What follows belongs to an exercise in optimizing a design on an open flow for a short achievable clock period and few clock cycles; a production flow would make more cautious choices. Function was checked by simulation only, so behaviour that the tests miss may differ from the original. Power figures rest on the tool's default switching activity, not on a simulated workload.

main:
// cpuTop
module cpuTop
(
    input  logic        clk,
    input  logic        reset,
    input  logic        stall,
    input  logic [31:0] instrData,
    output logic [31:0] instrAddr,
    output logic        wbValid,
    output logic [4:0]  wbReg,
    output logic [31:0] wbData,
    output logic        memWrite,
    output logic [31:0] memAddr,
    output logic [31:0] memWdata,
    output logic        branchTaken
);
==> flow/config.mk <==
export PLATFORM = sky130hd
export DESIGN_NAME = cpuTop
export DESIGN_NICKNAME = cpuTop
export VERILOG_FILES = /design/flow/design.v
export SDC_FILE = /design/flow/constraint.sdc
export NUM_CORES = 4
export LEC_CHECK = 0
export ABC_CLOCK_PERIOD_IN_PS = 4000
export CAP_MARGIN = 20
export CORE_MARGIN = 2
export CORE_UTILIZATION = 30
export SETUP_SLACK_MARGIN = 5
export SLEW_MARGIN = 20
export TNS_END_PERCENT = 100
==> flow/constraint.sdc <==
create_clock -name core_clock -period 12.0 [get_ports {clk}]
set_input_delay 2.4000 -clock core_clock [delete_from_list [all_inputs] [get_ports {clk}]]
set_output_delay 2.4000 -clock core_clock [all_outputs]
set_load 0.01 [all_outputs]
standard.sh (not shown) runs the stock make flow with config.mk's settings and CLKGATE_MAP_FILE= SYNTH_SCRIPT=/design/flow/synth_recipe.tcl, a recipe that flattens the netlist after the stock synthesis.
==> flow/flow/run.sh <==
#!/bin/bash
# The standard layout (standard.sh: the standard synthesis and ORFS from
# floorplan to finish), with two changes to how the layout is made:
#  - timing repair aims further below the clock period: SETUP_SLACK_MARGIN,
#    which standard.sh passes to make from config.mk, is raised;
#  - flow/io.tcl (IO_CONSTRAINTS) places the stall pin beside the result
#    flag pins it gates.
# The constraints (constraint.sdc) are unchanged. make's full output goes to
# make.log here; ORFS keeps each step's own log under orfs/logs/.
set -euo pipefail
MARGIN=7.0
IO=$(pwd)/flow/io.tcl
sed "s#SETUP_SLACK_MARGIN=[^ ]*#SETUP_SLACK_MARGIN=$MARGIN IO_CONSTRAINTS=$IO#" standard.sh > standard_margin.sh
grep -q "SETUP_SLACK_MARGIN=$MARGIN" standard_margin.sh
bash standard_margin.sh finish > make.log 2>&1
==> flow/flow/io.tcl <==
# keep stall next to the three result flags it gates, so the short
# input-to-output paths through them stay short
set_io_pin_constraint -group -order -pin_names {wbValid memWrite stall branchTaken}
Testbench counts of main, summed over its fixed seeds: cycles 33,296.
Changes in the feature branch relative to main:
--- a/flow/design.v
+++ b/flow/design.v
@@ -2933,20 +2933,20 @@
     logic [31:0] wAddr;
     logic [31:0] wWdata;
     logic        wBr;        
     logic        brRep;      
     logic        wBrNext;
     logic        wZeroR;
     logic        xPend;      
     logic        repValid;   
     logic        xPendNext;
-    logic [4:0]  repReg;     
-    logic [31:0] repData;    
+    logic [4:0]  xDest;
+    logic [31:0] xData;
     logic [5:0]  fOp;
     logic [4:0]  fRs;
     logic [4:0]  fRt;
     logic [4:0]  fRd;
     logic [5:0]  fFunct;
     logic [31:0] fImm;
     logic        fRtype;
     logic        fAddi;
     logic        fLw;
@@ -3086,20 +3086,20 @@
     logic [31:0] wS2;
     logic [31:0] wC2;
     assign wS1 = wRes ^ wCarry ^ wM2;
     assign wC1 = {((wRes[30:0] & wCarry[30:0]) | (wRes[30:0] & wM2[30:0]) | (wCarry[30:0] & wM2[30:0])), 1'b0};
     assign wS2 = wS1 ^ wC1 ^ wM3;
     assign wC2 = {((wS1[30:0] & wC1[30:0]) | (wS1[30:0] & wM3[30:0]) | (wC1[30:0] & wM3[30:0])), 1'b0};
     assign wValue = wMul ? (wS2 + wC2) : wRes;
     assign wZero  = wMul ? (((wS2 ^ wC2) ^ {(wS2[30:0] | wC2[30:0]), 1'b0}) == 32'd0) : wZeroR;
     assign wbValid     = repValid && !stall;
-    assign wbReg       = repReg;
-    assign wbData      = repData;
+    assign wbReg       = xPend ? xDest : wDest;
+    assign wbData      = xPend ? xData : wRes;
     assign memWrite    = wSt && !stall;
     assign memAddr     = wAddr;
     assign memWdata    = wWdata;
     assign branchTaken = brRep && !stall;
     assign xPendNext = xPend ? wWb : (wWb && wMul);
     assign wBrNext   = eValid && eBeq && ((eResolve && eEq) || (eTakenF && wBr));
     always_ff @(posedge clk)
     begin
         if (reset)
@@ -3153,14 +3153,14 @@
             wDest     <= eDest;
             wMul      <= eMul;
             wRes      <= eMul ? eMulRows[31:0] : eResult;
             wCarry    <= eMulRows[63:32];
             wM2       <= eMulRows[95:64];
             wM3       <= eMulRows[127:96];
             wAddr     <= eSum;
             wWdata    <= eRt;
             wZeroR    <= eZero;
-            repReg    <= xPendNext ? wDest : eDest;
-            repData   <= xPendNext ? wValue : eResult;
+            xDest     <= wDest;
+            xData     <= wValue;
         end
     end
 endmodule
## What came out
- The feature branch went all the way through the flow, and no timing, DRC or antenna check failed.
- The feature branch vs main: sum of routed wire segments on met1 down in the feature branch
- Area: the feature branch vs main -> the feature branch larger
- | minimum period implied by the final worst setup slack | the feature branch vs main | worse |
- Comparing the feature branch and main, the higher global-route usage was measured on the feature branch.
- Compared to main, the feature branch has achievable frequency about 1.9% lower.
- In the metrics for the feature branch and main, the one carrying the lower final clock period utilization by the worst path is main.
- The synthesized cell count of the feature branch and that of main are within noise of each other.
- Against main as the reference, the feature branch delivers a higher switching power share of the total.
- Of the feature branch and main, the lower share of cell area taken by muxes after synthesis belongs to main.
- Die footprint across the feature branch and main: no real change.
- Post-synthesis adder-cell area fraction essentially unchanged between main and the feature branch.
- Compared the feature branch against main; clock distribution area overhead in the final layout within noise.
Testbench counts of the feature branch, summed over its fixed seeds: cycles 33,296.

* * *

nickel:
Another version of the RTL of cpuTop (not shown whole).
Size in the first run: ~14000 cells after synthesis, ~3600 flip-flops, roughly 190000 um^2 of cells after synthesis.
## cpuTop
module cpuTop
(
    input  logic        clk,
    input  logic        reset,
    input  logic        stall,
    input  logic [31:0] instrData,
    output logic [31:0] instrAddr,
    output logic        wbValid,
    output logic [4:0]  wbReg,
    output logic [31:0] wbData,
    output logic        memWrite,
    output logic [31:0] memAddr,
    output logic [31:0] memWdata,
    output logic        branchTaken
);
==> flow/config.mk <==
export PLATFORM = sky130hd
export DESIGN_NAME = cpuTop
export DESIGN_NICKNAME = cpuTop
export VERILOG_FILES = /design/flow/design.v
export SDC_FILE = /design/flow/constraint.sdc
export NUM_CORES = 4
export LEC_CHECK = 0
export ABC_CLOCK_PERIOD_IN_PS = 4000
export CAP_MARGIN = 20
export CORE_MARGIN = 2
export CORE_UTILIZATION = 30
export SETUP_SLACK_MARGIN = 5
export SLEW_MARGIN = 20
export TNS_END_PERCENT = 100
==> flow/constraint.sdc <==
create_clock -name core_clock -period 12.0 [get_ports {clk}]
set_input_delay 2.4000 -clock core_clock [delete_from_list [all_inputs] [get_ports {clk}]]
set_output_delay 2.4000 -clock core_clock [all_outputs]
set_load 0.01 [all_outputs]
Scripts as last shown in full above: flow/flow/run.sh, flow/flow/io.tcl
Testbench counts of nickel, summed over its fixed seeds: cycles 33,296.
Input-level comparison between violet and nickel:
--- a/flow/design.v
+++ b/flow/design.v
@@ -2881,37 +2881,20 @@
                 zero[i] <= 1'b1;
             end
         end
         else if (we)
         begin
             mem[idx] <= wdata;
             zero[idx] <= (wdata == 32'd0);
         end
     end
-    logic [31:0] rowA [16];
-    logic        zeroA [16];
-    logic [31:0] rowB [4];
-    logic        zeroB [4];
-    always_comb
-    begin
-        for (int g = 0; g < 16; g++)
-        begin
-            rowA[g]  = mem[4*g + idx[1:0]];
-            zeroA[g] = zero[4*g + idx[1:0]];
-        end
-        for (int g = 0; g < 4; g++)
-        begin
-            rowB[g]  = rowA[4*g + idx[3:2]];
-            zeroB[g] = zeroA[4*g + idx[3:2]];
-        end
-    end
-    assign rdata = rowB[idx[5:4]];
-    assign rzero = zeroB[idx[5:4]];
+    assign rdata = mem[idx];
+    assign rzero = zero[idx];
 endmodule
 `timescale 1ns/1ps
 module cpuTop
 (
     input  logic        clk,
     input  logic        reset,
     input  logic        stall,
     input  logic [31:0] instrData,
     output logic [31:0] instrAddr,
@@ -2943,27 +2926,23 @@
     logic [4:0]  wDest;
     logic        wMul;
     logic [31:0] wRes;
     logic [31:0] wCarry;
     logic [31:0] wM2;
     logic [31:0] wM3;
     logic        wSt;
     logic [31:0] wAddr;
     logic [31:0] wWdata;
-    logic        wBr;        
-    logic        brRep;      
-    logic        wBrNext;
+    logic        wBr;
     logic        wZeroR;
-    logic        xPend;      
-    logic        repValid;   
-    logic        xPendNext;
-    logic [4:0]  repReg;     
-    logic [31:0] repData;    
+    logic        xWb;
+    logic [4:0]  xDest;
+    logic [31:0] xData;
     logic [5:0]  fOp;
     logic [4:0]  fRs;
     logic [4:0]  fRt;
     logic [4:0]  fRd;
     logic [5:0]  fFunct;
     logic [31:0] fImm;
     logic        fRtype;
     logic        fAddi;
     logic        fLw;
@@ -3063,25 +3042,27 @@
     end
     assign hazard = eFwd && eMul &&
                     ((fUseRs && fRs == eDest) || (fUseRt && fRt == eDest));
     logic [31:0] eOpB;
     logic [31:0] eSum;
     logic [7:0]  eIdxSum;
     logic [31:0] eLoad;
     logic        eEq;
     logic        eRedirect;
+    logic        eTaken;
     logic [127:0] eMulRows;
     logic        eStore;
     logic        eLoadZero;
     assign eOpB    = eUseImm ? eImm : eRt;
     assign eSum    = eSub ? (eRs - eOpB) : (eRs + eOpB);
     assign eIdxSum = eRs[7:0] + eImm[7:0];
     assign eEq     = (eRs == eRt);
+    assign eTaken  = eValid && eBeq && (eTakenF || (eResolve && eEq));
     assign eRedirect = eValid && eBeq && eResolve && eEq;
     assign eStore  = eValid && eSw && !stall;
     dataMem dataMem_i
     (
         .clk   (clk),
         .reset (reset),
         .idx   (eIdxSum[7:2]),
         .we    (eStore),
         .wdata (eRt),
@@ -3102,57 +3083,51 @@
     logic [31:0] wC1;
     logic [31:0] wS2;
     logic [31:0] wC2;
     assign wS1 = wRes ^ wCarry ^ wM2;
     assign wC1 = {((wRes[30:0] & wCarry[30:0]) | (wRes[30:0] & wM2[30:0]) | (wCarry[30:0] & wM2[30:0])), 1'b0};
     assign wS2 = wS1 ^ wC1 ^ wM3;
     assign wC2 = {((wS1[30:0] & wC1[30:0]) | (wS1[30:0] & wM3[30:0]) | (wC1[30:0] & wM3[30:0])), 1'b0};
     assign wValue = wMul ? (wS2 + wC2) : wRes;
     assign wZero  = wMul ? (((wS2 ^ wC2) ^ {(wS2[30:0] | wC2[30:0]), 1'b0}) == 32'd0) : wZeroR;
-    assign wbValid     = repValid && !stall;
-    assign wbReg       = repReg;
-    assign wbData      = repData;
+    assign wbValid     = xWb && !stall;
+    assign wbReg       = xDest;
+    assign wbData      = xData;
     assign memWrite    = wSt && !stall;
     assign memAddr     = wAddr;
     assign memWdata    = wWdata;
-    assign branchTaken = brRep && !stall;
-    assign xPendNext = xPend ? wWb : (wWb && wMul);
-    assign wBrNext   = eValid && eBeq && ((eResolve && eEq) || (eTakenF && wBr));
+    assign branchTaken = wBr && !stall;
     always_ff @(posedge clk)
     begin
         if (reset)
         begin
             pc     <= 32'h0000_0000;
             eValid <= 1'b0;
             wWb    <= 1'b0;
             wSt    <= 1'b0;
             wBr    <= 1'b0;
-            brRep  <= 1'b0;
-            xPend    <= 1'b0;
-            repValid <= 1'b0;
+            xWb    <= 1'b0;
         end
         else if (!stall)
         begin
             if (eRedirect)
                 pc <= eTarget;
             else if (hazard)
                 pc <= pc;
             else if (fTakenF)
                 pc <= fTarget;
             else
                 pc <= fPc4;
             eValid <= fKnown && !eRedirect && !hazard;
             wWb    <= eValid && eRegWrite;
             wSt    <= eValid && eSw;
-            wBr    <= wBrNext;
-            brRep  <= wBrNext || (fKnown && fTakenF && !eRedirect && !hazard);
-            xPend    <= xPendNext;
-            repValid <= xPendNext || (eValid && eRegWrite && !eMul);
+            wBr    <= eTaken;
+            xWb    <= wWb;
         end
     end
     always_ff @(posedge clk)
     begin
         if (!stall)
         begin
             eRs       <= fRsVal;
             eRt       <= fRtVal;
             eImm      <= fImm;
@@ -3170,14 +3145,14 @@
             wDest     <= eDest;
             wMul      <= eMul;
             wRes      <= eMul ? eMulRows[31:0] : eResult;
             wCarry    <= eMulRows[63:32];
             wM2       <= eMulRows[95:64];
             wM3       <= eMulRows[127:96];
             wAddr     <= eSum;
             wWdata    <= eRt;
             wZeroR    <= eZero;
-            repReg    <= xPendNext ? wDest : eDest;
-            repData   <= xPendNext ? wValue : eResult;
+            xDest     <= wDest;
+            xData     <= wValue;
         end
     end
 endmodule
--- outcome ---
- Compared with nickel, multi-input combinational cell area in violet decreased by a few percent.
- violet: number of standard cells in the layout, taps in and fillers out higher than nickel
- In violet the tap cell count turned out 2.4% lower than in nickel.
- Between nickel and violet, the difference in xor and xnor area share after synthesis is negligible.
- When the final numbers for nickel and violet were put side by side, the area growth from synthesis to layout turned out to be greater in violet.
- The power density over the cells in violet was higher than what nickel gave.
- Summary of violet over nickel: post-layout total power increased by about 3% relative to the old numbers; worst hold slack across all endpoints closely matched the old numbers; part of the cycle the worst path needs decreased by 0.49 points relative to the old numbers.
Testbench counts of violet, summed over its fixed seeds: cycles 33,382.

re-timing with driven ports:
Ports are ideal in the flow. The routed layouts listed here were re-timed in OpenROAD. Step 1 sets driving cells, clkbuf_16 on the clock port and buf_2 on the other inputs (assumed; they add their load-dependent delay and slew). Step 2 moves the port delays by t, midway between the first and last clock arrival at a register: inputs arrive t later, outputs are due t later. That takes back most of the time a late clock gives input paths. a / b / c = ideal / step 1 / step 2; a / b = the first two.
run	t (ns)	setup WS [ns]	worst hold slack (ns)	latest minus earliest clock arrival (ns)	worst data-port slew with drivers (ns)
main	1.086	6.799 / 6.735 / 5.750	0.466 / 0.466 / 0.466	0.155 / 0.155	0.34
the feature branch	1.183	6.699 / 6.662 / 5.656	0.478 / 0.478 / 0.478	0.136 / 0.135	0.31
nickel	1.127	6.688 / 6.643 / 5.864	0.474 / 0.474 / 0.474	0.101 / 0.101	0.26
violet	1.147	6.746 / 6.711 / 5.774	0.475 / 0.475 / 0.475	0.105 / 0.106	0.21
After both steps every run listed still meets setup and hold. For main, which loses most, drivers alone change the setup slack by -0.064 ns; drivers and shift together by -1.049 ns.
